Background: an optimization exercise with open tools, aiming at small area. Do not read the settings as production practice.
At most, simulation tests tie the RTL to the original design; equivalence was not proved.
Function not checked in runs 1 and 4: the RTL went through the layout flow alone.
Power and IR drop assume default switching activity.

**flow/design.v**
```verilog
`timescale 1ns/1ps
module ibuf_rdreq_mgmt #(
  parameter int unsigned BW       = 9,
  parameter int unsigned TAG_W    = 5,
  parameter int unsigned MX_OS_RQ = 4
) (
  input  logic             clk,
  input  logic             rst,
  input  logic [2:0]       cfg_max_rd_req_size,
  input  logic [63:0]      lbuf_addr,
  input  logic [31:0]      lbuf_len,
  input  logic             lbuf_en,
  output logic             lbuf_dn,
  input  logic [BW:0]      cons,
  output logic [BW:0]      committed_prod,
  output logic             rd,
  output logic [63:0]      hst_addr,
  output logic [9:0]       rd_qw,
  input  logic             rd_ack,
  input  logic [TAG_W-1:0] rd_tag,
  input  logic [TAG_W-1:0] cpl_tag,
  output logic [BW-1:0]    cpl_base,
  input  logic             cpl_vld,
  input  logic             cpl_last,
  output logic             err
);
  localparam int unsigned NSlot = 4;
  typedef logic [BW:0] ptr_t;
  typedef enum logic [2:0] {
    StIdle,
    StWaitOs,
    StCalc,
    StWaitSpace,
    StReq,
    StUpd,
    StDrain,
    StDone
  } state_e;
  state_e           state_q, state_d;
  logic [63:3]      addr_q;
  logic [31:0]      nleft_q;     
  logic [31:0]      left_q;
  ptr_t             iprod_q;
  logic             err_q;
  logic             last_q;      
  logic             ca_q;        
  logic             cb_q;        
  logic             cl_q;        
  logic             blt_q;       
  logic [TAG_W-1:0] tag_q   [NSlot];
  ptr_t             start_q [NSlot];
  logic [NSlot-1:0] vld_q;
  logic [NSlot-1:0] done_q;
  logic [1:0]       wr_ptr_q, rd_ptr_q;
  logic             idle, upd, fire, commit;
  logic [8:0]       a, hmask, bsel, bnd_qw, a_nxt;
  logic [9:0]       mx_qw, chunk, lsum;
  logic             hi_ones, blt, last, space_ok;
  logic [8:0]       anz;         
  logic [8:0]       at;          
  logic [63:3]      addr_nxt, addr_d;
  logic [31:0]      nleft_nxt, nleft_d;
  ptr_t             ipc, free_qw;
  logic [9:0]       chunk_le;
  logic             ct, lt;      
  logic [NSlot-1:0] match, pend;
  assign a      = addr_q[11:3];
  assign left_q = ~nleft_q;
  always_comb begin
    unique case (cfg_max_rd_req_size)
      3'd0:    begin mx_qw = 10'd16;  hmask = 9'b111110000; end
      3'd1:    begin mx_qw = 10'd32;  hmask = 9'b111100000; end
      3'd2:    begin mx_qw = 10'd64;  hmask = 9'b111000000; end
      3'd3:    begin mx_qw = 10'd128; hmask = 9'b110000000; end
      3'd4:    begin mx_qw = 10'd256; hmask = 9'b100000000; end
      default: begin mx_qw = 10'd512; hmask = 9'b000000000; end
    endcase
  end
  assign hi_ones = &(a | ~hmask);
  assign blt     = hi_ones && ((a & ~hmask) != '0);
  assign bsel = blt ? a : hmask;
  assign lsum = {1'b0, left_q[8:0]} + {1'b0, bsel};
  assign last = ((left_q[31:9] == 23'd0) && (!lsum[9] || (lsum[8:0] == '0))) ||
                ((left_q[31:9] == 23'd1) && !lsum[9] && (lsum[8:0] == '0));
  always_comb begin
    for (int i = 0; i < 9; i++) begin
      anz[i]    = (i == 0) ? 1'b0 : (anz[i-1] || a[i-1]);
      bnd_qw[i] = a[i] ^ anz[i];
    end
  end
  assign chunk = last_q ? left_q[9:0] : (blt_q ? {1'b0, bnd_qw} : mx_qw);
  assign idle   = (state_q == StIdle);
  assign upd    = (state_q == StUpd);
  assign fire   = (state_q == StReq) && rd_ack;
  assign commit = vld_q[rd_ptr_q] && done_q[rd_ptr_q];
  always_comb begin
    for (int i = 0; i < 9; i++) begin
      at[i]    = (i == 0) ? 1'b1 : (at[i-1] && (a[i-1] || !hmask[i-1]));
      a_nxt[i] = hmask[i] ? (a[i] ^ (upd && at[i])) : (a[i] && !(upd && blt_q));
    end
    ct = ca_q;
    for (int j = 12; j < 38; j++) begin
      addr_nxt[j] = addr_q[j] ^ ct;
      ct          = ct && addr_q[j];
    end
    ct = cb_q;
    for (int j = 38; j < 64; j++) begin
      addr_nxt[j] = addr_q[j] ^ ct;
      ct          = ct && addr_q[j];
    end
    addr_nxt[11:3] = a_nxt;
  end
  always_comb begin
    lt = cl_q;
    for (int j = 9; j < 32; j++) begin
      nleft_nxt[j] = nleft_q[j] ^ lt;
      lt           = lt && nleft_q[j];
    end
  end
  assign nleft_nxt[8:0]  = upd ? ~lsum[8:0] : nleft_q[8:0];
  assign addr_d = idle ? lbuf_addr[63:3] : addr_nxt;
  assign nleft_d = idle ? ~lbuf_len : nleft_nxt;
  assign ipc      = iprod_q + ptr_t'(chunk);
  assign free_qw  = cons - iprod_q;
  assign chunk_le = {1'b0, free_qw[8:0]} - chunk;
  assign space_ok = (cons == iprod_q) || !chunk_le[9];
  always_comb begin
    state_d = state_q;
    unique case (state_q)
      StIdle:      if (lbuf_en) state_d = (lbuf_len == '0) ? StDone : StWaitOs;
      StWaitOs:    if (!vld_q[wr_ptr_q]) state_d = StCalc;
      StCalc:      state_d = StWaitSpace;
      StWaitSpace: if (space_ok) state_d = StReq;
      StReq:       if (rd_ack) state_d = StUpd;
      StUpd:       state_d = last_q ? StDrain : StWaitOs;
      StDrain:     if (vld_q == '0) state_d = StDone;
      default:     state_d = StIdle;
    endcase
  end
  always_ff @(posedge clk or negedge rst) begin
    if (!rst) begin
      state_q <= StIdle;
      iprod_q <= '0;
    end else begin
      state_q <= state_d;
      if (upd) begin
        iprod_q <= ipc;
      end
    end
  end
  always_ff @(posedge clk) begin
    addr_q <= addr_d;
    nleft_q <= nleft_d;
    last_q  <= last;
    blt_q   <= blt;
    ca_q    <= upd && hi_ones;
    cb_q    <= ca_q && (&addr_q[37:12]);
    cl_q    <= upd && !lsum[9];
  end
  for (genvar i = 0; i < NSlot; i++) begin : g_slot
    assign match[i] = vld_q[i] && (tag_q[i] == cpl_tag);
    assign pend[i]  = match[i] && !done_q[i];
    always_ff @(posedge clk) begin
      if (fire && wr_ptr_q == 2'(i)) begin
        tag_q[i]   <= rd_tag;
        start_q[i] <= iprod_q;
        done_q[i]  <= 1'b0;
      end else if (cpl_vld && cpl_last && pend[i]) begin
        done_q[i]  <= 1'b1;
      end
    end
    always_ff @(posedge clk or negedge rst) begin
      if (!rst) begin
        vld_q[i] <= 1'b0;
      end else if (fire && wr_ptr_q == 2'(i)) begin
        vld_q[i] <= 1'b1;
      end else if (commit && rd_ptr_q == 2'(i)) begin
        vld_q[i] <= 1'b0;
      end
    end
  end
  always_ff @(posedge clk or negedge rst) begin
    if (!rst) begin
      wr_ptr_q <= '0;
      rd_ptr_q <= '0;
      err_q    <= 1'b0;
    end else begin
      if (fire) begin
        wr_ptr_q <= wr_ptr_q + 2'd1;
      end
      if (commit) begin
        rd_ptr_q <= rd_ptr_q + 2'd1;
      end
      if (cpl_vld && pend == '0) begin
        err_q <= 1'b1;
      end
    end
  end
  always_comb begin
    cpl_base = '0;
    for (int i = 0; i < NSlot; i++) begin
      if (match[i]) cpl_base = cpl_base | start_q[i][BW-1:0];
    end
  end
  assign lbuf_dn        = (state_q == StDone);
  assign committed_prod = vld_q[rd_ptr_q] ? start_q[rd_ptr_q] : iprod_q;
  assign rd             = (state_q == StReq);
  assign hst_addr       = {addr_q, 3'b000};
  assign rd_qw          = chunk;
  assign err            = err_q;
endmodule
```
**flow/flow/run.sh**
```bash
#!/bin/bash
# Layout: the standard flow with these changes.
# - Synthesis is the standard flow's own script (synth_recipe.tcl) with ORFS's synthesis, except that ABC
#   maps the logic for area with flow/area.abc, and adders are left to ABC instead of being
#   mapped onto half/full-adder cells first (ADDER_MAP_FILE empty). Registers are mapped
#   before ABC runs, so they are the standard synthesis's.
# - Ports are buffered with buf_1 cells.
# - The clock tree uses clkbuf_8 cells and no dummy loads.
# Each tool's log is in orfs/logs/; make's output is in make_finish.log.
set -euo pipefail
work=$PWD
{
  head -n 1 synth_recipe.tcl
  cat <<EOT
proc abc {args} {
  set i [lsearch -exact \$args -script]
  if { \$i >= 0 } { set args [lreplace \$args [expr {\$i + 1}] [expr {\$i + 1}] $work/flow/area.abc] }
  yosys abc {*}\$args
}
EOT
  tail -n +2 synth_recipe.tcl
} > area_synth.tcl
bash standard.sh "SYNTH_SCRIPT=$work/area_synth.tcl" "ADDER_MAP_FILE=" \
  "BUFFER_PORTS_ARGS=-buffer_cell sky130_fd_sc_hd__buf_1" \
  "CTS_ARGS=-sink_clustering_enable -repair_clock_nets -dont_use_dummy_load -buf_list sky130_fd_sc_hd__clkbuf_8" \
  finish > make_finish.log 2>&1
```
**flow/flow/area.abc**
```
strash
dc2
dc2
dch -f
amap -m
```
**flow/standard.sh**
```bash
#!/bin/bash
# synth_recipe.tcl (not shown) runs the flow's synth.tcl, then flattens the netlist and writes it again
# the make line also repeats each setting of config.mk as NAME=value (left out here)
make -C /OpenROAD-flow-scripts/flow DESIGN_CONFIG=/design/flow/config.mk WORK_HOME=/design/flow/orfs CLKGATE_MAP_FILE= SYNTH_SCRIPT=/design/flow/synth_recipe.tcl "${@:-finish}"
```
**flow/config.mk**
```make
export PLATFORM = sky130hd
export DESIGN_NAME = ibuf_rdreq_mgmt
export DESIGN_NICKNAME = ibuf_rdreq_mgmt
export VERILOG_FILES = /design/flow/design.v
export SDC_FILE = /design/flow/constraint.sdc
export NUM_CORES = 4
export LEC_CHECK = 0
export CAP_MARGIN = 0
export CORE_MARGIN = 2
export CORE_UTILIZATION = 50
export SLEW_MARGIN = 0
```
**flow/constraint.sdc**
```tcl
create_clock -name core_clock -period 8.0 [get_ports {clk}]
set_input_delay 1.6000 -clock core_clock [delete_from_list [all_inputs] [get_ports {clk}]]
set_output_delay 1.6000 -clock core_clock [all_outputs]
set_load 0.01 [all_outputs]
```
==> summary.txt, run 1 <==
# TYPE chip_impl_metric gauge
chip_impl_info{name="run_status",value="no timing/DRC/antenna violations"} 1
chip_impl_metric{name="setup_viol",unit=""} 0
chip_impl_info{name="synthMostInstantiatedCell",value="sky130_fd_sc_hd__nor2_1"} 1
chip_impl_metric{name="clock_insertion_delay_worst_skew",unit="ps"} 480
chip_impl_info{name="crit_path_end_kind",value="register"} 1
chip_impl_metric{name="cellPowerDensity",unit="mW/mm²"} 386
chip_impl_metric{name="synthesis.area",unit="mm²"} 0.00908
chip_impl_metric{name="seq_power_share",unit="%"} 41.7
chip_impl_metric{name="gp_congestion",unit=""} 0.849
chip_impl_metric{name="synthesis.instances",unit=""} 1078
chip_impl_metric{name="effective_utilization_at_floorplan",unit="%"} 50.7
chip_impl_metric{name="h_tree_level_count",unit=""} 4
chip_impl_info{name="unrepaired_setup_endpoints_after_global_routing",value="false"} 1
chip_impl_metric{name="slew_violations",unit=""} 0
chip_impl_metric{name="cts_setup_buffers",unit=""} 0
chip_impl_metric{name="first_pass_iters",unit=""} 5
chip_impl_metric{name="critPathRequiredTime",unit="ps"} 8380
chip_impl_metric{name="detail-route-antenna-nets",unit=""} 0
chip_impl_metric{name="cts_hold_repair.buffers",unit=""} 0
chip_impl_metric{name="met2_length",unit="µm"} 12200
chip_impl_metric{name="synth-edff-count",unit=""} 69
chip_impl_metric{name="cts.reportedPaths.clkPinSlew",unit="ps"} 70
chip_impl_metric{name="ys_async_sr_fraction",unit="%"} 12.0
chip_impl_info{name="synth_largest_area_cell",value="sky130_fd_sc_hd__edfxtp_1"} 1
chip_impl_metric{name="clock-sinks",unit=""} 184
chip_impl_metric{name="grt_pass1_vias",unit=""} 8037
chip_impl_info{name="most_frequent_cells_after_synthesis",value="sky130_fd_sc_hd__nor2_1, sky130_fd_sc_hd__clkinv_1, sky130_fd_sc_hd__nand2_1"} 1
chip_impl_metric{name="quantity_of_i_o_buffers_inserted_on_ports",unit=""} 214
chip_impl_metric{name="fp.dieH",unit="µm"} 139
chip_impl_metric{name="reg2reg_setup_slack",unit="ps"} 3770
chip_impl_metric{name="layout-drive-gt1-share",unit="%"} 2.43
chip_impl_metric{name="grt_util_all_layers",unit="%"} 25.8
chip_impl_metric{name="viasPerCell",unit=""} 5.60
chip_impl_metric{name="dpl.hpwl",unit="µm"} 18800
chip_impl_metric{name="synth-compound-area-share",unit="%"} 25.3
chip_impl_metric{name="cts_made_buffers",unit=""} 17
chip_impl_metric{name="cell_internal_pwr",unit="W"} 0.00225
chip_impl_metric{name="swShare",unit="%"} 44.5
chip_impl_metric{name="placeableCoreArea",unit="mm²"} 0.0179
chip_impl_metric{name="worst_ir_drop_vdd",unit="mV"} 0.237
chip_impl_metric{name="netlist.area_leader.share",unit="%"} 22.8
chip_impl_info{name="ys_dominant_reg_cell",value="sky130_fd_sc_hd__dfxtp_1"} 1
chip_impl_metric{name="max_slew_margin",unit="%"} 23.3
chip_impl_metric{name="grt_antenna_before_repair",unit=""} 0
chip_impl_metric{name="min_delay_path_depth",unit=""} 1
chip_impl_metric{name="antenna_cells",unit=""} 0
chip_impl_metric{name="synthSimpleGateAreaFrac",unit="%"} 19.4
chip_impl_metric{name="synth_adder_area_share",unit="%"} 0
chip_impl_metric{name="hold_viol_final",unit=""} 0
chip_impl_metric{name="instances_no_fill",unit=""} 1548
chip_impl_info{name="cts_tree",value="built"} 1
chip_impl_metric{name="final_net_count",unit=""} 1446
chip_impl_info{name="criticalPathCategory",value="primary input to register"} 1
chip_impl_metric{name="combPwrFrac",unit="%"} 46.7
chip_impl_metric{name="gr_ovfl_total",unit=""} 0
chip_impl_metric{name="ioPinCount",unit=""} 221
chip_impl_metric{name="synth.ff_latch_count",unit=""} 184
chip_impl_metric{name="max_cap_violations",unit=""} 0
chip_impl_metric{name="worst_ep_arrival_time",unit="ps"} 6190
chip_impl_metric{name="area.growth.synth_to_final",unit="%"} 15.5
chip_impl_info{name="routed.top_layer",value="met4"} 1
chip_impl_metric{name="cts.repair.resized",unit=""} 0
chip_impl_metric{name="detail_route.wirelength.met1",unit="µm"} 10600
chip_impl_metric{name="power.share.clock",unit="%"} 11.6
chip_impl_metric{name="vias",unit=""} 8665
chip_impl_metric{name="fp.dieArea",unit="mm²"} 0.0193
chip_impl_metric{name="yosys.cell_types.count",unit=""} 51
chip_impl_info{name="ys_top_cells_by_area",value="sky130_fd_sc_hd__edfxtp_1, sky130_fd_sc_hd__dfxtp_1, sky130_fd_sc_hd__nor2_1, sky130_fd_sc_hd__dfrtp_1, sky130_fd_sc_hd__clkinv_1"} 1
chip_impl_metric{name="drt-initial-drc-count",unit=""} 518
chip_impl_metric{name="dieWidth",unit="µm"} 139
chip_impl_info{name="clk_root_buffer_cell",value="sky130_fd_sc_hd__clkbuf_8"} 1
chip_impl_metric{name="post_synth_mux_area_share",unit="%"} 0
chip_impl_info{name="hold_path.class",value="register to register"} 1
chip_impl_metric{name="wl_met3",unit="µm"} 1640
chip_impl_metric{name="wire_per_inst",unit="µm"} 16.1
chip_impl_metric{name="worst-path-max-fanout",unit=""} 10
chip_impl_metric{name="synth_xor_xnor_area_share",unit="%"} 0.289
chip_impl_metric{name="totalNegativeSetupSlack",unit="ps"} 0
chip_impl_metric{name="power_leakage",unit="nW"} 3.55
chip_impl_metric{name="crit_path_max_incr_delay",unit="ps"} 600
chip_impl_metric{name="finalClockSkew",unit="ps"} 38.0
chip_impl_metric{name="number_of_remaining_drc_errors",unit=""} 0
chip_impl_info{name="startpoint_type",value="primary input"} 1
chip_impl_metric{name="grt_first_pass_wirelength",unit="µm"} 39900
chip_impl_metric{name="tightest_slew",unit="ps"} 1150
chip_impl_metric{name="yosysSeqAreaShare",unit="%"} 49.4
chip_impl_metric{name="clock_path_buffers",unit=""} 2
chip_impl_metric{name="reg2reg_depth",unit=""} 24
chip_impl_metric{name="final_min_period_over_clock_period",unit="%"} 72.7
chip_impl_metric{name="timing.final.crit_period",unit="ps"} 5810
chip_impl_metric{name="grt_max_degree",unit=""} 85
chip_impl_metric{name="post_synth.cell_area_avg",unit="µm²"} 8.43
chip_impl_metric{name="detail_route.wirelength",unit="µm"} 24900
chip_impl_info{name="largest_family_of_logic_cells_by_synthesized_area",value="compound AO/OA/AOI/OAI gates"} 1
chip_impl_metric{name="core.rowCount",unit=""} 49
chip_impl_metric{name="post-place-cells",unit=""} 1531
chip_impl_metric{name="yosys_warnings",unit=""} 4
chip_impl_info{name="max_stage_delay_cell_worst_path",value="sky130_fd_sc_hd__o21ai_0"} 1
chip_impl_metric{name="maxClockFrequency",unit="MHz"} 172
chip_impl_metric{name="p_total",unit="W"} 0.00406
chip_impl_metric{name="switching_power",unit="W"} 0.00180
chip_impl_info{name="worst_path_most_repeated_cell",value="sky130_fd_sc_hd__o21ai_0"} 1
registers in the layout, summed over array words and instances, names as in the netlist, 2 cells and up:
signal and flops:
start_q 40, tag_q 20, state_q 3, done_q 4
rd_ptr_q 2, addr_q 61, iprod_q 10, vld_q 4
nleft_q 32, wr_ptr_q 2
cell type report:
type / count / area [µm²]
Clock buffer: 17 / 234
Fill cell: 1747 / 7410
Inverter: 130 / 488
Multi-Input combinational cell: 763 / 4120
Sequential cell: 184 / 4480
Tap cell: 229 / 287
Timing Repair Buffer: 225 / 886
critical path, delay by kind of cell:
family	cells	cell delay (ps)
simple gates	11	1890
buf+inv	4	610
compound gates	12	2110
path summary, 6_finish.rpt:
path	start	endpoint
max in group asynchronous	rst	iprod_q[8]
min in group asynchronous	rst	iprod_q[9]
max reg2reg	addr_q[9]	last_q
min	err_q	err_q
max	cfg_max_rd_req_size[0]	last_q
min reg2reg	err_q	err_q
logic make-up after synthesis:
logic type / Yosys count
AOI/OAI and AO/OA: 352
DFF: 184
and+or+nand+nor: 405
xor gates and xnor gates: 3
other: 1
buffers and inverters: 133
placed cells by master, fill, tap and decap left out, types with 9 or more instances in the layout:
cell type                  netlist  layout
sky130_fd_sc_hd__dfxtp_1        93      93
sky130_fd_sc_hd__nand4_1        12      12
sky130_fd_sc_hd__buf_4           3      11
sky130_fd_sc_hd__nand2_1       123     123
sky130_fd_sc_hd__nor2b_1        10      10
sky130_fd_sc_hd__o22ai_1        54      54
sky130_fd_sc_hd__clkbuf_8        0      17
sky130_fd_sc_hd__dfrtp_1        22      22
sky130_fd_sc_hd__o22a_1         11      11
sky130_fd_sc_hd__o221ai_1        9       9
sky130_fd_sc_hd__o32ai_1        22      22
sky130_fd_sc_hd__o21a_1         12      12
sky130_fd_sc_hd__o21ai_0        92      92
sky130_fd_sc_hd__clkinv_1      130     130
sky130_fd_sc_hd__edfxtp_1       69      69
sky130_fd_sc_hd__o31ai_1        17      17
sky130_fd_sc_hd__buf_1           0     214
sky130_fd_sc_hd__nor3_1         17      17
sky130_fd_sc_hd__and3_1         16      16
sky130_fd_sc_hd__a21oi_1        68      68
sky130_fd_sc_hd__nand3_1        22      22
sky130_fd_sc_hd__nor4_1         11      11
sky130_fd_sc_hd__nor2_1        174     171
per-layer routing:
layer / vias up / global-route usage [%]
li1: 4445 / -
met1: 3932 / 32.6
met2: 259 / 44.2
met3: 29 / 5.97
met4: 0 / 7.81
met5: - / 0
power groups by stage:
stage               combinational [W]  sequential (W)  clock, W
finish                        0.00189         0.00169  0.000471
floorplan                     0.00126         0.00170         0
global placement              0.00186         0.00170         0
detailed placement            0.00189         0.00170         0
global route                  0.00214         0.00175  0.000519
CTS                           0.00190         0.00169  0.000486
per-stage QoR:
| stage | hold WS (ps) | setup slack, ps | cell area (µm²) | utilization, % |
|---|---|---|---|---|
| 3_5_place_dp | 462 | 1800 | 10300 | 57.3 |
| 2_1_floorplan | 434 | 1760 | 9090 | - |
| 5_1_grt | 501 | 1430 | 10500 | 58.6 |
| 4_1_cts | 479 | 2250 | 10500 | 58.6 |
| 3_3_place_gp | 455 | 1890 | 10300 | 57.3 |
| 6_report | 473 | 2190 | 10500 | 58.6 |
==> inputs of run 2 (changes only) <==
--- a/flow/design.v
+++ b/flow/design.v
@@ -121,9 +121,8 @@
   assign addr_d = idle ? lbuf_addr[63:3] : addr_nxt;
   assign nleft_d = idle ? ~lbuf_len : nleft_nxt;
   assign ipc      = iprod_q + ptr_t'(chunk);
-  assign free_qw  = cons - iprod_q;
-  assign chunk_le = {1'b0, free_qw[8:0]} - chunk;
-  assign space_ok = (cons == iprod_q) || !chunk_le[9];
+  assign free_qw  = ipc - cons;
+  assign space_ok = (free_qw != '0) && (!free_qw[9] || (free_qw[8:0] == '0));
   always_comb begin
     state_d = state_q;
     unique case (state_q)
==> run 2 against run 1 <==
Clock power up 0.8%; via count down 3.0%; clock-buffer cell count unchanged; final cell count down 3.2%; global-route usage down 0.22 points; largest power group unchanged; register-to-register slack worse by 810 ps; sequential cell count unchanged.
==> summary.txt, run 2 <==
# TYPE chip_impl_metric gauge
chip_impl_info{name="worst_path_most_repeated_cell",value="sky130_fd_sc_hd__nand2_1"} 1
chip_impl_info{name="crit_path_end_kind",value="register"} 1
chip_impl_metric{name="hold_viol_final",unit=""} 0
chip_impl_info{name="criticalPathCategory",value="primary input to register"} 1
chip_impl_metric{name="layout-drive-gt1-share",unit="%"} 2.28
chip_impl_metric{name="synthesis.instances",unit=""} 1037
chip_impl_metric{name="synthesis.area",unit="mm²"} 0.00887
chip_impl_metric{name="grt_max_degree",unit=""} 110
chip_impl_metric{name="placeableCoreArea",unit="mm²"} 0.0173
chip_impl_metric{name="viasPerCell",unit=""} 5.61
chip_impl_metric{name="yosys.cell_types.count",unit=""} 48
chip_impl_metric{name="detail_route.wirelength",unit="µm"} 23800
chip_impl_metric{name="yosysSeqAreaShare",unit="%"} 50.6
chip_impl_info{name="ys_dominant_reg_cell",value="sky130_fd_sc_hd__dfxtp_1"} 1
chip_impl_metric{name="power_leakage",unit="nW"} 3.47
chip_impl_info{name="run_status",value="no timing/DRC/antenna violations"} 1
chip_impl_metric{name="grt_antenna_before_repair",unit=""} 2
chip_impl_metric{name="cts.repair.resized",unit=""} 0
chip_impl_info{name="reg.largest.list",value="addr_q x61, start_q x40, nleft_q x32"} 1
chip_impl_metric{name="swShare",unit="%"} 44.0
chip_impl_metric{name="area.growth.synth_to_final",unit="%"} 15.5
chip_impl_metric{name="cts_setup_buffers",unit=""} 0
chip_impl_metric{name="effective_utilization_at_floorplan",unit="%"} 51.3
chip_impl_metric{name="grt_util_all_layers",unit="%"} 25.6
chip_impl_metric{name="finalClockSkew",unit="ps"} 27.2
chip_impl_metric{name="grt_first_pass_wirelength",unit="µm"} 37200
chip_impl_metric{name="clock-sinks",unit=""} 184
chip_impl_info{name="registers.top_by_ff_count",value="addr_q"} 1
chip_impl_info{name="max_stage_delay_cell_worst_path",value="sky130_fd_sc_hd__clkinv_1"} 1
chip_impl_info{name="startpoint_type",value="primary input"} 1
chip_impl_metric{name="dpl.hpwl",unit="µm"} 17700
chip_impl_metric{name="dieWidth",unit="µm"} 137
chip_impl_metric{name="setup_viol",unit=""} 0
chip_impl_metric{name="worst_ep_arrival_time",unit="ps"} 6120
chip_impl_metric{name="p_total",unit="W"} 0.00396
chip_impl_metric{name="slew_violations",unit=""} 0
chip_impl_metric{name="cell_internal_pwr",unit="W"} 0.00222
chip_impl_metric{name="switching_power",unit="W"} 0.00174
chip_impl_info{name="synthMostInstantiatedCell",value="sky130_fd_sc_hd__nand2_1"} 1
chip_impl_info{name="layout_commonest_cell",value="sky130_fd_sc_hd__buf_1"} 1
chip_impl_metric{name="cts.reportedPaths.clkPinSlew",unit="ps"} 90
chip_impl_metric{name="final_layout_worst_hold_slack",unit="ps"} 479
chip_impl_metric{name="gr_ovfl_total",unit=""} 0
chip_impl_info{name="hold_path.class",value="register to register"} 1
chip_impl_metric{name="clock_insertion_delay_worst_skew",unit="ps"} 470
chip_impl_metric{name="worst_ir_drop_vdd",unit="mV"} 0.195
chip_impl_metric{name="quantity_of_i_o_buffers_inserted_on_ports",unit=""} 214
chip_impl_metric{name="grt_pass1_vias",unit=""} 7484
chip_impl_metric{name="totalNegativeSetupSlack",unit="ps"} 0
chip_impl_metric{name="core.rowCount",unit=""} 48
chip_impl_info{name="clk_root_buffer_cell",value="sky130_fd_sc_hd__clkbuf_8"} 1
chip_impl_metric{name="number_of_remaining_drc_errors",unit=""} 0
chip_impl_metric{name="h_tree_level_count",unit=""} 4
chip_impl_metric{name="post-place-cells",unit=""} 1481
chip_impl_metric{name="worst-path-max-fanout",unit=""} 13
chip_impl_metric{name="clock_path_buffers",unit=""} 2
chip_impl_metric{name="final_net_count",unit=""} 1400
chip_impl_metric{name="drt-initial-drc-count",unit=""} 543
chip_impl_metric{name="timing.final.crit_period",unit="ps"} 5800
chip_impl_metric{name="netlist.area_leader.share",unit="%"} 23.4
chip_impl_metric{name="detail-route-antenna-nets",unit=""} 0
chip_impl_metric{name="max_cap_violations",unit=""} 0
chip_impl_info{name="unrepaired_setup_endpoints_after_global_routing",value="false"} 1
chip_impl_metric{name="fp.dieArea",unit="mm²"} 0.0188
chip_impl_metric{name="synth-edff-count",unit=""} 69
chip_impl_metric{name="gp_congestion",unit=""} 0.899
chip_impl_metric{name="post_synth.cell_area_avg",unit="µm²"} 8.55
chip_impl_metric{name="cts_made_buffers",unit=""} 17
chip_impl_metric{name="seq_power_share",unit="%"} 42.1
chip_impl_metric{name="power.share.clock",unit="%"} 12.0
chip_impl_metric{name="cellPowerDensity",unit="mW/mm²"} 386
chip_impl_metric{name="wire_per_inst",unit="µm"} 15.9
chip_impl_metric{name="instances_no_fill",unit=""} 1499
chip_impl_metric{name="tightest_slew",unit="ps"} 1130
chip_impl_info{name="timing.critical_path.max_delay_family",value="simple AND/OR/NAND/NOR gates"} 1
chip_impl_info{name="ys_top_cells_by_area",value="sky130_fd_sc_hd__edfxtp_1, sky130_fd_sc_hd__dfxtp_1, sky130_fd_sc_hd__nand2_1, sky130_fd_sc_hd__o21ai_0, sky130_fd_sc_hd__dfrtp_1"} 1
chip_impl_metric{name="maxClockFrequency",unit="MHz"} 172
chip_impl_info{name="most_frequent_cells_after_synthesis",value="sky130_fd_sc_hd__nand2_1, sky130_fd_sc_hd__nor2_1, sky130_fd_sc_hd__clkinv_1"} 1
chip_impl_info{name="final_cell_mix",value="sky130_fd_sc_hd__buf_1, sky130_fd_sc_hd__nand2_1, sky130_fd_sc_hd__nor2_1, sky130_fd_sc_hd__clkinv_1, sky130_fd_sc_hd__o21ai_0"} 1
chip_impl_metric{name="cts_hold_repair.buffers",unit=""} 0
chip_impl_metric{name="fp.dieH",unit="µm"} 137
chip_impl_info{name="synth_largest_area_cell",value="sky130_fd_sc_hd__edfxtp_1"} 1
chip_impl_metric{name="max_slew_margin",unit="%"} 24.3
chip_impl_metric{name="synth.ff_latch_count",unit=""} 184
chip_impl_metric{name="ioPinCount",unit=""} 221
chip_impl_metric{name="critPathRequiredTime",unit="ps"} 8330
chip_impl_metric{name="combPwrFrac",unit="%"} 45.9
chip_impl_metric{name="largest_register_ffs",unit=""} 61
chip_impl_metric{name="path_buf_inv",unit=""} 5
chip_impl_metric{name="vias",unit=""} 8407
chip_impl_metric{name="ys_async_sr_fraction",unit="%"} 12.0
chip_impl_metric{name="first_pass_iters",unit=""} 6
chip_impl_metric{name="final_min_period_over_clock_period",unit="%"} 72.5
chip_impl_metric{name="crit_path_max_incr_delay",unit="ps"} 300
chip_impl_info{name="cts_tree",value="built"} 1
chip_impl_metric{name="yosys_warnings",unit=""} 4
run 2: changes by cell type in the layout (fill, tap and decap cells not counted), moves of 9 or more:
cell                       delta
sky130_fd_sc_hd__nor2b_1      -9
sky130_fd_sc_hd__clkinv_1    -16
sky130_fd_sc_hd__o21ai_0     +19
sky130_fd_sc_hd__a31oi_1      +9
sky130_fd_sc_hd__nand2_1     +27
sky130_fd_sc_hd__nor2_1      -39
sky130_fd_sc_hd__a21oi_1     -16
run 2: final cells by class:
| type | instances | area [µm²] |
|---|---|---|
| multi-input combinational | 738 | 3970 |
| inverter | 114 | 428 |
| antenna | 1 | 2.50 |
| timing repair buffer | 220 | 848 |
| clock buffer | 17 | 234 |
| fill | 1670 | 7050 |
| sequential | 184 | 4480 |
| tap | 225 | 282 |
run 2: final timing paths:
| check | from | cells after the start | slack, ps | endpoint |
|---|---|---|---|---|
| max | cfg_max_rd_req_size[2] | 32 | 2200 | last_q |
| min | err_q | 1 | 480 | err_q |
| max reg2reg | last_q | 25 | 2960 | state_q[2] |
| min reg2reg | err_q | 1 | 480 | err_q |
| max in group asynchronous | rst | 2 | 6600 | iprod_q[8] |
| min in group asynchronous | rst | 2 | 1120 | err_q |
run 2: worst register-to-register path: stages (launching register included):
cell and delay [ps]:
sky130_fd_sc_hd__dfxtp_1 510, sky130_fd_sc_hd__clkinv_1 350, sky130_fd_sc_hd__o21ai_0 530, sky130_fd_sc_hd__o21ai_0 200, sky130_fd_sc_hd__o21ai_0 410, sky130_fd_sc_hd__nor2_1 100, sky130_fd_sc_hd__a221oi_1 280, sky130_fd_sc_hd__o21a_1 150
sky130_fd_sc_hd__nor2_1 50, sky130_fd_sc_hd__o22ai_1 160, sky130_fd_sc_hd__nand2_1 100, sky130_fd_sc_hd__o21ai_0 110, sky130_fd_sc_hd__nand2_1 100, sky130_fd_sc_hd__o21ai_0 120, sky130_fd_sc_hd__nand2_1 100, sky130_fd_sc_hd__o21ai_0 110
sky130_fd_sc_hd__nand2_1 100, sky130_fd_sc_hd__o21ai_0 110, sky130_fd_sc_hd__nand2_1 100, sky130_fd_sc_hd__o21a_1 110, sky130_fd_sc_hd__nor4b_1 370, sky130_fd_sc_hd__xor2_1 180, sky130_fd_sc_hd__nand2_1 70, sky130_fd_sc_hd__o21bai_1 340
sky130_fd_sc_hd__nor2_1 90, sky130_fd_sc_hd__a21oi_1 140
run 2: per-stage QoR:
stage | setup WS, ps | instance area (µm²) | util, %
floorplan | 1850 | 8880 | -
global placement | 1970 | 10000 | 57.9
detailed placement | 1850 | 10000 | 57.9
CTS | 2300 | 10200 | 59.2
global route | 1460 | 10200 | 59.2
finish | 2200 | 10200 | 59.2
run 2: cell families after synthesis:
group	count (synthesis)	share of synthesized area, %
buf+inv	117	5.08
compound gates	354	25.7
simple gates	379	18.4
other cells	1	0.0423
flops	184	50.6
xor+xnor	2	0.198
run 2: layer usage:
layer | wire length [µm] | share of wire (%) | vias up | GRT usage, %
li1 | - | - | 4304 | -
met1 | 10700 | 45 | 3834 | 33.6
met2 | 11200 | 47 | 237 | 42.1
met3 | 1630 | 6.8 | 30 | 6.77
met4 | 351 | 1.5 | 2 | 6.30
met5 | 11 | 0.046 | - | 0
run 2: power groups by stage:
stage               Sequential [W]  Combinational [W]  Clock [W]
finish                     0.00167            0.00182   0.000475
global route               0.00172            0.00204   0.000520
CTS                        0.00166            0.00183   0.000488
detailed placement         0.00168            0.00182          0
global placement           0.00168            0.00179          0
floorplan                  0.00168            0.00121          0
==> inputs of run 3 (changes only) <==
--- a/flow/flow/run.sh
+++ b/flow/flow/run.sh
@@ -1,7 +1,7 @@
 #!/bin/bash
 # Layout: the standard flow with these changes.
 # - Synthesis is the standard flow's own script (synth_recipe.tcl) with ORFS's synthesis, except that ABC
-#   maps the logic for area with flow/area.abc, and adders are left to ABC instead of being
+#   maps the logic for area with flow/area.abc (AIG node-count reduction with &deepsyn, then area-only mapping), and adders are left to ABC instead of being
 #   mapped onto half/full-adder cells first (ADDER_MAP_FILE empty). Registers are mapped
 #   before ABC runs, so they are the standard synthesis's.
 # - Ports are buffered with buf_1 cells.
==> flow/flow/area.abc (replaced) <==
strash
&get -n
&deepsyn -T 30
&put
dc2
dch -f
amap -m
==> run 3 against run 2 <==
Still clean on timing, DRC and antenna; non-clock buffer count grew 1; clock-buffer cell count is the same; via count shrank 5.4%; synthesized area shrank 2.0%; register-to-register slack lost 440 ps; clock skew shrank 1.5 ps; hold slack lost 12 ps; first-iteration DRC count shrank 34%; clock power shrank 1%; sequential cell count is the same; die area shrank 1.9%; synthesized cell count grew 0.68%; critical endpoint is now state_q[1]; largest power group unchanged.
==> summary.txt, run 3 <==
# TYPE chip_impl_metric gauge
chip_impl_metric{name="cts_made_buffers",unit=""} 17
chip_impl_metric{name="placeableCoreArea",unit="mm²"} 0.0172
chip_impl_info{name="final_cell_mix",value="sky130_fd_sc_hd__buf_1, sky130_fd_sc_hd__nand2_1, sky130_fd_sc_hd__o21ai_0, sky130_fd_sc_hd__clkinv_1, sky130_fd_sc_hd__nor2_1"} 1
chip_impl_metric{name="post-place-cells",unit=""} 1489
chip_impl_metric{name="antenna_cells",unit=""} 0
chip_impl_metric{name="detail_route.wirelength",unit="µm"} 22100
chip_impl_metric{name="viasPerCell",unit=""} 5.28
chip_impl_metric{name="setup_viol",unit=""} 0
chip_impl_metric{name="synthesis.area",unit="mm²"} 0.00869
chip_impl_info{name="run_status",value="no timing/DRC/antenna violations"} 1
chip_impl_metric{name="wire_per_inst",unit="µm"} 14.7
chip_impl_metric{name="grt_antenna_before_repair",unit=""} 0
chip_impl_metric{name="clock_path_buffers",unit=""} 2
chip_impl_metric{name="power_leakage",unit="nW"} 3.43
chip_impl_metric{name="timing.final.crit_period",unit="ps"} 5480
chip_impl_metric{name="postLayoutSetupSlackWorst",unit="ps"} 2520
chip_impl_metric{name="nFillCells",unit=""} 1680
chip_impl_info{name="timing.hold.worst.start",value="done_q[3]"} 1
chip_impl_metric{name="sequential_cell_area",unit="mm²"} 0.00448
chip_impl_metric{name="multi_input_comb_area",unit="mm²"} 0.00370
chip_impl_info{name="synth_largest_area_cell",value="sky130_fd_sc_hd__edfxtp_1"} 1
chip_impl_metric{name="layout-drive-gt1-share",unit="%"} 2.50
chip_impl_info{name="cts_tree",value="built"} 1
chip_impl_metric{name="clock-sinks",unit=""} 184
chip_impl_metric{name="core.rowCount",unit=""} 48
chip_impl_metric{name="cts_setup_buffers",unit=""} 0
chip_impl_metric{name="instances_no_fill",unit=""} 1506
chip_impl_metric{name="cellPowerDensity",unit="mW/mm²"} 388
chip_impl_metric{name="h_tree_level_count",unit=""} 4
chip_impl_info{name="startpoint_type",value="register"} 1
chip_impl_metric{name="drt-initial-drc-count",unit=""} 357
chip_impl_metric{name="clock_insertion_delay_worst_skew",unit="ps"} 450
chip_impl_metric{name="critPathRequiredTime",unit="ps"} 8300
chip_impl_metric{name="ioPinCount",unit=""} 221
chip_impl_metric{name="cts.reportedPaths.clkPinSlew",unit="ps"} 80
chip_impl_metric{name="worst_ir_drop_vdd",unit="mV"} 0.181
chip_impl_metric{name="yosysSeqAreaShare",unit="%"} 51.6
chip_impl_metric{name="grt_pass1_vias",unit=""} 7154
chip_impl_info{name="criticalPathCategory",value="register to register"} 1
chip_impl_info{name="min_delay_worst_endpoint",value="done_q[3]"} 1
chip_impl_metric{name="post_synth.cell_area_avg",unit="µm²"} 8.33
chip_impl_info{name="regToRegStartpoint",value="blt_q"} 1
chip_impl_metric{name="finalClockSkew",unit="ps"} 25.7
chip_impl_metric{name="dieWidth",unit="µm"} 136
chip_impl_metric{name="fp.dieH",unit="µm"} 136
chip_impl_metric{name="gp_congestion",unit=""} 0.884
chip_impl_metric{name="worst_ep_arrival_time",unit="ps"} 5780
chip_impl_metric{name="grt_first_pass_wirelength",unit="µm"} 34700
chip_impl_metric{name="vias",unit=""} 7950
chip_impl_metric{name="dpl.hpwl",unit="µm"} 16500
chip_impl_metric{name="synthesis.instances",unit=""} 1044
chip_impl_metric{name="ys_async_sr_fraction",unit="%"} 12.0
chip_impl_info{name="clk_root_buffer_cell",value="sky130_fd_sc_hd__clkbuf_8"} 1
chip_impl_info{name="r2r-end",value="state_q[1]"} 1
chip_impl_metric{name="final_net_count",unit=""} 1408
chip_impl_metric{name="cts.repair.resized",unit=""} 0
chip_impl_metric{name="number_of_remaining_drc_errors",unit=""} 0
chip_impl_info{name="most_frequent_cells_after_synthesis",value="sky130_fd_sc_hd__nand2_1, sky130_fd_sc_hd__o21ai_0, sky130_fd_sc_hd__clkinv_1"} 1
chip_impl_metric{name="netlist.area_leader.share",unit="%"} 23.8
chip_impl_metric{name="synth-edff-count",unit=""} 69
chip_impl_metric{name="hold_viol_final",unit=""} 0
chip_impl_metric{name="effective_utilization_at_floorplan",unit="%"} 50.6
chip_impl_info{name="hold_path.class",value="register to register"} 1
chip_impl_metric{name="crit_path_max_incr_delay",unit="ps"} 530
chip_impl_info{name="max_stage_delay_cell_worst_path",value="sky130_fd_sc_hd__o32ai_1"} 1
chip_impl_metric{name="totalNegativeSetupSlack",unit="ps"} 0
chip_impl_info{name="layout_commonest_cell",value="sky130_fd_sc_hd__buf_1"} 1
chip_impl_metric{name="fp.dieArea",unit="mm²"} 0.0185
chip_impl_metric{name="max_slew_margin",unit="%"} 27.1
chip_impl_info{name="ys_dominant_reg_cell",value="sky130_fd_sc_hd__dfxtp_1"} 1
chip_impl_metric{name="slew_violations",unit=""} 0
chip_impl_info{name="unrepaired_setup_endpoints_after_global_routing",value="false"} 1
chip_impl_metric{name="maxClockFrequency",unit="MHz"} 183
chip_impl_metric{name="worst-path-max-fanout",unit=""} 9
chip_impl_metric{name="gr_ovfl_total",unit=""} 0
chip_impl_metric{name="yosys.cell_types.count",unit=""} 46
chip_impl_metric{name="reg2reg_setup_slack",unit="ps"} 2520
chip_impl_info{name="registers.top_by_ff_count",value="addr_q"} 1
chip_impl_metric{name="first_pass_iters",unit=""} 7
chip_impl_info{name="ys_top_cells_by_area",value="sky130_fd_sc_hd__edfxtp_1, sky130_fd_sc_hd__dfxtp_1, sky130_fd_sc_hd__o21ai_0, sky130_fd_sc_hd__nand2_1, sky130_fd_sc_hd__dfrtp_1"} 1
chip_impl_info{name="crit_path_end_kind",value="register"} 1
chip_impl_metric{name="min_delay_path_depth",unit=""} 2
chip_impl_metric{name="detail-route-antenna-nets",unit=""} 0
chip_impl_info{name="reg.largest.list",value="addr_q x61, start_q x40, nleft_q x32"} 1
chip_impl_metric{name="grt_max_degree",unit=""} 116
chip_impl_metric{name="area.growth.synth_to_final",unit="%"} 16.0
chip_impl_metric{name="largest_register_ffs",unit=""} 61
chip_impl_metric{name="yosys_warnings",unit=""} 4
chip_impl_metric{name="quantity_of_i_o_buffers_inserted_on_ports",unit=""} 214
chip_impl_metric{name="final_min_period_over_clock_period",unit="%"} 68.5
chip_impl_info{name="synthMostInstantiatedCell",value="sky130_fd_sc_hd__nand2_1"} 1
chip_impl_metric{name="synth.ff_latch_count",unit=""} 184
chip_impl_metric{name="grt_util_all_layers",unit="%"} 24.0
chip_impl_metric{name="pre_cts_ws",unit="ps"} 2380
chip_impl_metric{name="max_cap_violations",unit=""} 0
chip_impl_metric{name="cts_hold_repair.buffers",unit=""} 0
chip_impl_metric{name="tightest_slew",unit="ps"} 1090
chip_impl_metric{name="reg2reg_depth",unit=""} 33
## run 3: cells by family after synthesis
| group | after synthesis | synth area share, % |
|---|---|---|
| buf+inv | 144 | 6.35 |
| xor+xnor | 1 | 0.101 |
| simple gates | 376 | 18.1 |
| compound gates | 338 | 23.8 |
| flops | 184 | 51.6 |
| other cells | 1 | 0.0431 |
## run 3: stage by stage
step / hold WS [ps] / total power (W) / area, µm² / util [%]
floorplan: 435 / 0.00289 / 8700 / -
global placement: 449 / 0.00343 / 9850 / 57.3
detailed placement: 450 / 0.00346 / 9850 / 57.3
CTS: 463 / 0.00394 / 10100 / 58.7
global route: 475 / 0.00426 / 10100 / 58.7
finish: 466 / 0.00391 / 10100 / 58.7
## run 3: worst max-delay path by stage
stage	start	to	depth (start not counted)
3_3_place_gp	cfg_max_rd_req_size[2]	state_q[1]	27
6_report	blt_q	state_q[1]	33
4_1_cts	blt_q	state_q[1]	33
3_5_place_dp	cfg_max_rd_req_size[2]	state_q[1]	27
5_1_grt	blt_q	state_q[1]	33
2_1_floorplan	state_q[1]	addr_q[7]	7
## run 3: per-layer routing
| layer | part of all wire [%] | wire length, µm | vias to the layer above | global-route usage, % |
|---|---|---|---|---|
| met5 | 0 | 0 | - | 0 |
| met4 | 1.3 | 279 | 0 | 5.84 |
| met3 | 7.2 | 1580 | 15 | 7.38 |
| met2 | 47 | 10500 | 210 | 40.3 |
| met1 | 44 | 9730 | 3508 | 30.2 |
| li1 | - | - | 4217 | - |
## run 3: worst max-delay path, delay by kind of cell, from the launching register on
family / cells / cell delay (ps)
simple gates: 13 / 1840
flops: 1 / 350
compound gates: 17 / 2650
buf+inv: 3 / 520
## run 3: area by class of cell
| class | count | area share (%) |
|---|---|---|
| inverters | 141 | 5.25 |
| multi-input cells | 718 | 36.7 |
| repair buffers | 221 | 8.49 |
| flip-flops and latches | 184 | 44.5 |
| clock buffers | 17 | 2.32 |
| well taps | 225 | 2.79 |
## run 3: power breakdown
part / internal [W] / switching, W
Combinational: 0.000662 / 0.00117
Clock: 0.000188 / 0.000281
Sequential: 0.00135 / 0.000264
Total: 0.00220 / 0.00171
==> inputs of run 4 (changes only) <==
--- a/flow/design.v
+++ b/flow/design.v
@@ -46,7 +46,6 @@
   logic             ca_q;        
   logic             cb_q;        
   logic             cl_q;        
-  logic             blt_q;       
   logic [TAG_W-1:0] tag_q   [NSlot];
   ptr_t             start_q [NSlot];
   logic [NSlot-1:0] vld_q;
@@ -88,7 +87,7 @@
       bnd_qw[i] = a[i] ^ anz[i];
     end
   end
-  assign chunk = last_q ? left_q[9:0] : (blt_q ? {1'b0, bnd_qw} : mx_qw);
+  assign chunk = last_q ? left_q[9:0] : (blt ? {1'b0, bnd_qw} : mx_qw);
   assign idle   = (state_q == StIdle);
   assign upd    = (state_q == StUpd);
   assign fire   = (state_q == StReq) && rd_ack;
@@ -96,7 +95,7 @@
   always_comb begin
     for (int i = 0; i < 9; i++) begin
       at[i]    = (i == 0) ? 1'b1 : (at[i-1] && (a[i-1] || !hmask[i-1]));
-      a_nxt[i] = hmask[i] ? (a[i] ^ (upd && at[i])) : (a[i] && !(upd && blt_q));
+      a_nxt[i] = hmask[i] ? (a[i] ^ (upd && at[i])) : (a[i] && !(upd && blt));
     end
     ct = ca_q;
     for (int j = 12; j < 38; j++) begin
@@ -151,7 +150,6 @@
     addr_q <= addr_d;
     nleft_q <= nleft_d;
     last_q  <= last;
-    blt_q   <= blt;
     ca_q    <= upd && hi_ones;
     cb_q    <= ca_q && (&addr_q[37:12]);
     cl_q    <= upd && !lsum[9];
==> run 4 against run 3 <==
Still clean on timing, DRC and antenna; utilization rose by 0.73 points; combinational power down 93%; critical path depth increased by 2; design area decreased by 1.9%; non-clock buffer count decreased by 2; via count shrank 1.2%; register-to-register slack better by 110 ps; worst setup slack worse by 940 ps; clock-buffer cell count unchanged; first-iteration DRC count increased by 9.2%; largest power group is now registers.
==> summary.txt, run 4 <==
# TYPE chip_impl_metric gauge
chip_impl_metric{name="fin_util",unit="%"} 59.4
chip_impl_metric{name="synth-edff-count",unit=""} 69
chip_impl_info{name="timing.critical_path.max_delay_family",value="compound AO/OA/AOI/OAI gates"} 1
chip_impl_metric{name="first_pass_iters",unit=""} 7
chip_impl_info{name="largest_family_of_logic_cells_by_synthesized_area",value="compound AO/OA/AOI/OAI gates"} 1
chip_impl_metric{name="effective_utilization_at_floorplan",unit="%"} 51.3
chip_impl_info{name="cts_tree",value="built"} 1
chip_impl_info{name="run_status",value="no timing/DRC/antenna violations"} 1
chip_impl_metric{name="synth-compound-area-share",unit="%"} 24.9
chip_impl_metric{name="synth_adder_area_share",unit="%"} 0
chip_impl_metric{name="slew_violations",unit=""} 0
chip_impl_info{name="regToRegStartpoint",value="addr_q[11]"} 1
chip_impl_metric{name="synthesis.area",unit="mm²"} 0.00853
chip_impl_metric{name="combPwrFrac",unit="%"} 8.7
chip_impl_info{name="registers.top_by_ff_count",value="addr_q"} 1
chip_impl_metric{name="fp.dieH",unit="µm"} 135
chip_impl_metric{name="cts.reportedPaths.clkPinSlew",unit="ps"} 70
chip_impl_metric{name="gp_congestion",unit=""} 0.843
chip_impl_metric{name="yosys.cell_types.count",unit=""} 40
chip_impl_info{name="startpoint_type",value="primary input"} 1
chip_impl_metric{name="vias",unit=""} 7857
chip_impl_info{name="ys_top_cells_by_area",value="sky130_fd_sc_hd__edfxtp_1, sky130_fd_sc_hd__dfxtp_1, sky130_fd_sc_hd__o21ai_0, sky130_fd_sc_hd__nand2_1, sky130_fd_sc_hd__dfrtp_1"} 1
chip_impl_metric{name="post_synth_mux_area_share",unit="%"} 0
chip_impl_metric{name="power.share.clock",unit="%"} 29.7
chip_impl_metric{name="grt_max_degree",unit=""} 119
chip_impl_metric{name="gr_ovfl_total",unit=""} 0
chip_impl_metric{name="ioPinCount",unit=""} 221
chip_impl_metric{name="placeableCoreArea",unit="mm²"} 0.0166
chip_impl_metric{name="reg2reg_depth",unit=""} 35
chip_impl_metric{name="clock-sinks",unit=""} 183
chip_impl_metric{name="detail_route.wirelength",unit="µm"} 21700
chip_impl_metric{name="synth_xor_xnor_area_share",unit="%"} 0.103
chip_impl_metric{name="final_net_count",unit=""} 1382
chip_impl_metric{name="seq_power_share",unit="%"} 61.6
chip_impl_info{name="most_frequent_cells_after_synthesis",value="sky130_fd_sc_hd__o21ai_0, sky130_fd_sc_hd__nand2_1, sky130_fd_sc_hd__clkinv_1"} 1
chip_impl_metric{name="critPathRequiredTime",unit="ps"} 8310
chip_impl_metric{name="cts_made_buffers",unit=""} 17
chip_impl_metric{name="grt_antenna_before_repair",unit=""} 2
chip_impl_metric{name="cts_setup_buffers",unit=""} 0
chip_impl_metric{name="p_total",unit="W"} 0.00157
chip_impl_info{name="critical_path.startpoint",value="cfg_max_rd_req_size[0]"} 1
chip_impl_metric{name="cell_internal_pwr",unit="W"} 0.00121
chip_impl_metric{name="maxClockFrequency",unit="MHz"} 156
chip_impl_info{name="layout_commonest_cell",value="sky130_fd_sc_hd__buf_1"} 1
chip_impl_metric{name="switching_power",unit="W"} 0.000367
chip_impl_info{name="synthMostInstantiatedCell",value="sky130_fd_sc_hd__o21ai_0"} 1
chip_impl_metric{name="dieWidth",unit="µm"} 135
chip_impl_metric{name="area.growth.synth_to_final",unit="%"} 16.0
chip_impl_metric{name="drt-initial-drc-count",unit=""} 390
chip_impl_metric{name="netlist.area_leader.share",unit="%"} 24.3
chip_impl_metric{name="number_of_remaining_drc_errors",unit=""} 0
chip_impl_info{name="synth_largest_area_cell",value="sky130_fd_sc_hd__edfxtp_1"} 1
chip_impl_metric{name="path_depth",unit=""} 35
chip_impl_metric{name="final_layout_worst_hold_slack",unit="ps"} 482
chip_impl_metric{name="min_delay_path_depth",unit=""} 2
chip_impl_metric{name="grt_pass1_vias",unit=""} 7019
chip_impl_metric{name="dpl.hpwl",unit="µm"} 16200
chip_impl_metric{name="worst_ep_arrival_time",unit="ps"} 6730
chip_impl_metric{name="grt_util_all_layers",unit="%"} 24.4
chip_impl_info{name="max_stage_delay_cell_worst_path",value="sky130_fd_sc_hd__nor4_1"} 1
chip_impl_metric{name="synthesis.instances",unit=""} 1020
chip_impl_metric{name="synth.ff_latch_count",unit=""} 183
chip_impl_metric{name="tightest_slew",unit="ps"} 1050
chip_impl_metric{name="wire_per_inst",unit="µm"} 14.7
chip_impl_metric{name="crit_path_max_incr_delay",unit="ps"} 350
chip_impl_metric{name="clock_path_buffers",unit=""} 2
chip_impl_metric{name="max_slew_margin",unit="%"} 29.8
chip_impl_info{name="unrepaired_setup_endpoints_after_global_routing",value="false"} 1
chip_impl_metric{name="path_buf_inv",unit=""} 3
chip_impl_metric{name="finalClockSkew",unit="ps"} 29.6
chip_impl_metric{name="grt_first_pass_wirelength",unit="µm"} 34700
chip_impl_metric{name="viasPerCell",unit=""} 5.32
chip_impl_metric{name="detail-route-antenna-nets",unit=""} 0
chip_impl_metric{name="setup_viol",unit=""} 0
chip_impl_metric{name="yosysSeqAreaShare",unit="%"} 52.3
chip_impl_metric{name="ys_async_sr_fraction",unit="%"} 12.0
chip_impl_metric{name="synthSimpleGateAreaFrac",unit="%"} 16.4
chip_impl_info{name="hold_path.class",value="register to register"} 1
chip_impl_metric{name="yosys_warnings",unit=""} 4
chip_impl_metric{name="reg2reg_setup_slack",unit="ps"} 2630
chip_impl_info{name="timing.hold.worst.start",value="addr_q[37]"} 1
chip_impl_metric{name="hold_viol_final",unit=""} 0
chip_impl_metric{name="cellPowerDensity",unit="mW/mm²"} 159
chip_impl_metric{name="totalNegativeSetupSlack",unit="ps"} 0
chip_impl_info{name="criticalPathCategory",value="primary input to register"} 1
chip_impl_info{name="ys_dominant_reg_cell",value="sky130_fd_sc_hd__dfxtp_1"} 1
chip_impl_metric{name="max_cap_violations",unit=""} 0
chip_impl_info{name="final_cell_mix",value="sky130_fd_sc_hd__buf_1, sky130_fd_sc_hd__o21ai_0, sky130_fd_sc_hd__nand2_1, sky130_fd_sc_hd__clkinv_1, sky130_fd_sc_hd__nor2_1"} 1
chip_impl_metric{name="worst-path-max-fanout",unit=""} 6
chip_impl_metric{name="cts_hold_repair.buffers",unit=""} 0
chip_impl_info{name="reg.largest.list",value="addr_q x61, start_q x40, nleft_q x32"} 1
chip_impl_metric{name="worst_ir_drop_vdd",unit="mV"} 0.118
chip_impl_metric{name="clock_insertion_delay_worst_skew",unit="ps"} 460
chip_impl_info{name="clk_root_buffer_cell",value="sky130_fd_sc_hd__clkbuf_8"} 1
chip_impl_metric{name="post_synth.cell_area_avg",unit="µm²"} 8.36
chip_impl_metric{name="swShare",unit="%"} 23.3
chip_impl_metric{name="h_tree_level_count",unit=""} 4
chip_impl_metric{name="core.rowCount",unit=""} 47
chip_impl_info{name="crit_path_end_kind",value="register"} 1
chip_impl_metric{name="quantity_of_i_o_buffers_inserted_on_ports",unit=""} 214
chip_impl_metric{name="layout-drive-gt1-share",unit="%"} 2.23
chip_impl_metric{name="nFillCells",unit=""} 1600
chip_impl_metric{name="final_min_period_over_clock_period",unit="%"} 80.2
chip_impl_metric{name="fp.dieArea",unit="mm²"} 0.0181
chip_impl_metric{name="largest_register_ffs",unit=""} 61
chip_impl_metric{name="cts.repair.resized",unit=""} 0
chip_impl_metric{name="timing.final.crit_period",unit="ps"} 6420
chip_impl_metric{name="power_leakage",unit="nW"} 3.23
[run 4: path summary, 6_finish.rpt]
| path | to |
|---|---|
| min reg2reg | cb_q |
| max reg2reg | state_q[2] |
| max | state_q[2] |
| min | cb_q |
| min in group asynchronous | state_q[0] |
| max in group asynchronous | vld_q[3] |
[run 4: final cells by class]
type / instances / area [µm²] / area share [%]
inverter: 135 / 507 / 5.12
clock buffer: 17 / 234 / 2.36
antenna: 2 / 5.00 / 0.0506
sequential: 183 / 4460 / 45.1
multi-input combinational: 701 / 3570 / 36.1
tap: 220 / 275 / 2.78
timing repair buffer: 219 / 841 / 8.50
[run 4: through the flow]
stage          instance area (µm²)  std cells  worst slack, ps
6_report                      9890       1477             1580
2_1_floorplan                 8540       1022             1710
4_1_cts                       9890       1475             1680
5_1_grt                       9890       1477              840
3_3_place_gp                  9650       1458             1310
3_5_place_dp                  9650       1458             1220
[run 4: worst min-delay path: cells and delay by family (launching register included)]
family | cells | cell delay, ps
buffers and inverters | 1 | 40
flip-flops | 1 | 350
AND/OR/NAND/NOR | 1 | 70
[run 4: kinds of logic after synthesis]
| family | count (synthesis) |
|---|---|
| xor gates and xnor gates | 1 |
| and+or+nand+nor | 343 |
| DFF | 183 |
| other | 1 |
| AOI/OAI and AO/OA | 354 |
| buffers and inverters | 138 |
[run 4: power groups by stage]
stage / Clock, W / Combinational, W / Sequential [W]
2_1_floorplan: 0 / 0.0000831 / 0.000990
3_3_place_gp: 0 / 0.000134 / 0.000990
3_5_place_dp: 0 / 0.000136 / 0.000990
4_1_cts: 0.000479 / 0.000137 / 0.000969
5_1_grt: 0.000515 / 0.000157 / 0.000970
6_report: 0.000468 / 0.000137 / 0.000970
[run 4: routing by layer]
metal	share of wire (%)	routed length, µm	GRT usage (%)	vias up
li1	-	-	-	4143
met1	45	9720	32.0	3434
met2	46	9920	39.7	253
met3	7.8	1700	6.94	27
met4	1.8	388	7.43	0
met5	0	0	0	-
==> inputs of run 5 (changes only) <==
--- a/flow/design.v
+++ b/flow/design.v
@@ -59,8 +59,7 @@
   logic [8:0]       at;          
   logic [63:3]      addr_nxt, addr_d;
   logic [31:0]      nleft_nxt, nleft_d;
-  ptr_t             ipc, free_qw;
-  logic [9:0]       chunk_le;
+  ptr_t             ipc, space;
   logic             ct, lt;      
   logic [NSlot-1:0] match, pend;
   assign a      = addr_q[11:3];
@@ -120,8 +119,8 @@
   assign addr_d = idle ? lbuf_addr[63:3] : addr_nxt;
   assign nleft_d = idle ? ~lbuf_len : nleft_nxt;
   assign ipc      = iprod_q + ptr_t'(chunk);
-  assign free_qw  = ipc - cons;
-  assign space_ok = (free_qw != '0) && (!free_qw[9] || (free_qw[8:0] == '0));
+  assign space    = ipc - cons;
+  assign space_ok = (space != '0) && (!space[9] || (space[8:0] == '0));
   always_comb begin
     state_d = state_q;
     unique case (state_q)
==> run 5 against run 4 <==
Final cell count unchanged; worst setup slack unchanged; utilization unchanged; combinational power about the same; register-to-register slack about the same; design area unchanged; sequential share of layout area unchanged; sequential cell count unchanged; clock skew unchanged; clock-buffer cell count unchanged; wire length unchanged; critical path type unchanged.
==> summary.txt, run 5 <==
# TYPE chip_impl_metric gauge
chip_impl_metric{name="clock_insertion_delay_worst_skew",unit="ps"} 460
chip_impl_metric{name="grt_first_pass_wirelength",unit="µm"} 34700
chip_impl_info{name="hold_path.class",value="register to register"} 1
chip_impl_metric{name="max_slew_margin",unit="%"} 29.8
chip_impl_metric{name="multi_input_comb_area",unit="mm²"} 0.00357
chip_impl_metric{name="worst-path-max-fanout",unit=""} 6
chip_impl_metric{name="pre_cts_ws",unit="ps"} 1220
chip_impl_metric{name="post-place-cells",unit=""} 1458
chip_impl_metric{name="instances_no_fill",unit=""} 1477
chip_impl_metric{name="detail_route.wirelength",unit="µm"} 21700
chip_impl_metric{name="grt_max_degree",unit=""} 119
chip_impl_metric{name="finalClockSkew",unit="ps"} 29.6
chip_impl_metric{name="ys_async_sr_fraction",unit="%"} 12.0
chip_impl_metric{name="sequential_cell_area",unit="mm²"} 0.00446
chip_impl_metric{name="dpl.hpwl",unit="µm"} 16200
chip_impl_metric{name="grt_pass1_vias",unit=""} 7019
chip_impl_metric{name="reg2reg_setup_slack",unit="ps"} 2630
chip_impl_metric{name="synth.ff_latch_count",unit=""} 183
chip_impl_info{name="ys_dominant_reg_cell",value="sky130_fd_sc_hd__dfxtp_1"} 1
chip_impl_metric{name="min_delay_path_depth",unit=""} 2
chip_impl_metric{name="yosysSeqAreaShare",unit="%"} 52.3
chip_impl_metric{name="fp.dieH",unit="µm"} 135
chip_impl_metric{name="totalNegativeSetupSlack",unit="ps"} 0
chip_impl_info{name="regToRegStartpoint",value="addr_q[11]"} 1
chip_impl_info{name="layout_commonest_cell",value="sky130_fd_sc_hd__buf_1"} 1
chip_impl_info{name="run_status",value="no timing/DRC/antenna violations"} 1
chip_impl_metric{name="yosys_warnings",unit=""} 4
chip_impl_metric{name="slew_violations",unit=""} 0
chip_impl_metric{name="viasPerCell",unit=""} 5.32
chip_impl_info{name="ys_top_cells_by_area",value="sky130_fd_sc_hd__edfxtp_1, sky130_fd_sc_hd__dfxtp_1, sky130_fd_sc_hd__o21ai_0, sky130_fd_sc_hd__nand2_1, sky130_fd_sc_hd__dfrtp_1"} 1
chip_impl_metric{name="netlist.area_leader.share",unit="%"} 24.3
chip_impl_metric{name="post_synth.cell_area_avg",unit="µm²"} 8.36
chip_impl_metric{name="detail-route-antenna-nets",unit=""} 0
chip_impl_metric{name="clock-sinks",unit=""} 183
chip_impl_info{name="criticalPathCategory",value="primary input to register"} 1
chip_impl_metric{name="cts_made_buffers",unit=""} 17
chip_impl_metric{name="critPathRequiredTime",unit="ps"} 8310
chip_impl_metric{name="clock_path_buffers",unit=""} 2
chip_impl_metric{name="worst_ir_drop_vdd",unit="mV"} 0.118
chip_impl_info{name="most_frequent_cells_after_synthesis",value="sky130_fd_sc_hd__o21ai_0, sky130_fd_sc_hd__nand2_1, sky130_fd_sc_hd__clkinv_1"} 1
chip_impl_metric{name="power_leakage",unit="nW"} 3.23
chip_impl_metric{name="reg2reg_depth",unit=""} 35
chip_impl_metric{name="wire_per_inst",unit="µm"} 14.7
chip_impl_metric{name="cts_hold_repair.buffers",unit=""} 0
chip_impl_metric{name="synth-edff-count",unit=""} 69
chip_impl_info{name="crit_path_end_kind",value="register"} 1
chip_impl_metric{name="cellPowerDensity",unit="mW/mm²"} 159
chip_impl_metric{name="placeableCoreArea",unit="mm²"} 0.0166
chip_impl_metric{name="hold_viol_final",unit=""} 0
==> run 5: cell counts after synthesis <==
Identical to the previous run, type by type.
==> run 5: cell families (layout without fill, tap and decap cells) <==
logic type             after synthesis  after routing  share of synthesized area (%)
AO/OA/AOI/OAI                      354            354                           24.9
flip-flops                         183            183                           52.3
other                                1              5                         0.0440
AND/OR/NAND/NOR                    343            343                           16.4
buffers and inverters              138            371                           6.21
XOR/XNOR                             1              1                          0.103
==> run 5: report_power, final <==
part | internal [W] | leakage, nW | switching, W | total, W
registers | 0.000966 | 1.48 | 0.00000374 | 0.000970
logic | 0.0000529 | 1.63 | 0.0000842 | 0.000137
clock network | 0.000188 | 0.122 | 0.000279 | 0.000468
==> run 5: stage by stage <==
step	hold slack [ps]	util, %	instance area [µm²]
5_1_grt	506	59.4	9890
3_5_place_dp	466	58.0	9650
4_1_cts	484	59.4	9890
2_1_floorplan	446	-	8540
3_3_place_gp	453	58.0	9650
6_report	482	59.4	9890
==> run 5: final cells by class <==
| class | instances | share of cell area [%] |
|---|---|---|
| diodes | 2 | 0.0506 |
| clock buffers | 17 | 2.36 |
| inverters | 135 | 5.12 |
| multi-input cells | 701 | 36.1 |
| flip-flops and latches | 183 | 45.1 |
| well taps | 220 | 2.78 |
| repair buffers | 219 | 8.50 |
==> run 5: worst max-delay path: cells and delay by family <==
family | cells | cell delay, ps
compound gates | 17 | 2930
buf+inv | 3 | 420
simple gates | 15 | 1780
==> run 5: metal layers <==
metal / GRT usage (%) / part of all wire (%)
met5: 0 / 0
met4: 7.43 / 1.8
met3: 6.94 / 7.8
met2: 39.7 / 46
met1: 32.0 / 45
==> run 5: worst max-delay path by stage <==
stage,cells after the start,slack [ps],startpoint,to
after floorplan,34,1710,cfg_max_rd_req_size[1],state_q[2]
after global placement,35,1310,cfg_max_rd_req_size[0],state_q[2]
after detailed placement,35,1220,cfg_max_rd_req_size[0],state_q[2]
after CTS,35,1680,cfg_max_rd_req_size[0],state_q[2]
after global routing,35,840,cfg_max_rd_req_size[0],state_q[2]
final,35,1580,cfg_max_rd_req_size[0],state_q[2]

-- separate check: timing with driven ports --
In the flow no input, the clock included, has a driving cell. The finished layouts below were timed again as built, in two steps.
Step 1 sets driving cells, clkbuf_16 on the clock port and buf_2 on the other inputs (assumed; they add their load-dependent delay and slew).
Step 2 times the ports against the registers' clock, not the clock port: input delays grow and output delays shrink by t, the midpoint of the rising clock arrivals with the driver on.
Three values: ideal ports, drivers, drivers and shift; two values: the first two.
run	t (ns)	slack for setup (ns)	slew at the worst register clock pin (ns)	worst slew at a driven data input, ns
run 1	0.496	2.186 / 2.205 / 1.709	0.12 / 0.12	0.06
run 2	0.491	2.202 / 2.181 / 1.689	0.10 / 0.10	0.08
run 3	0.479	2.522 / 2.522 / 2.281	0.09 / 0.09	0.06
run 4	0.484	1.582 / 1.566 / 1.083	0.09 / 0.09	0.08
run 5	0.484	1.582 / 1.566 / 1.083	0.09 / 0.09	0.08
After both steps setup and hold are still met in every run listed. The setup slack of run 2, which loses most, moves by -0.021 ns with the drivers and by -0.513 ns with both steps.
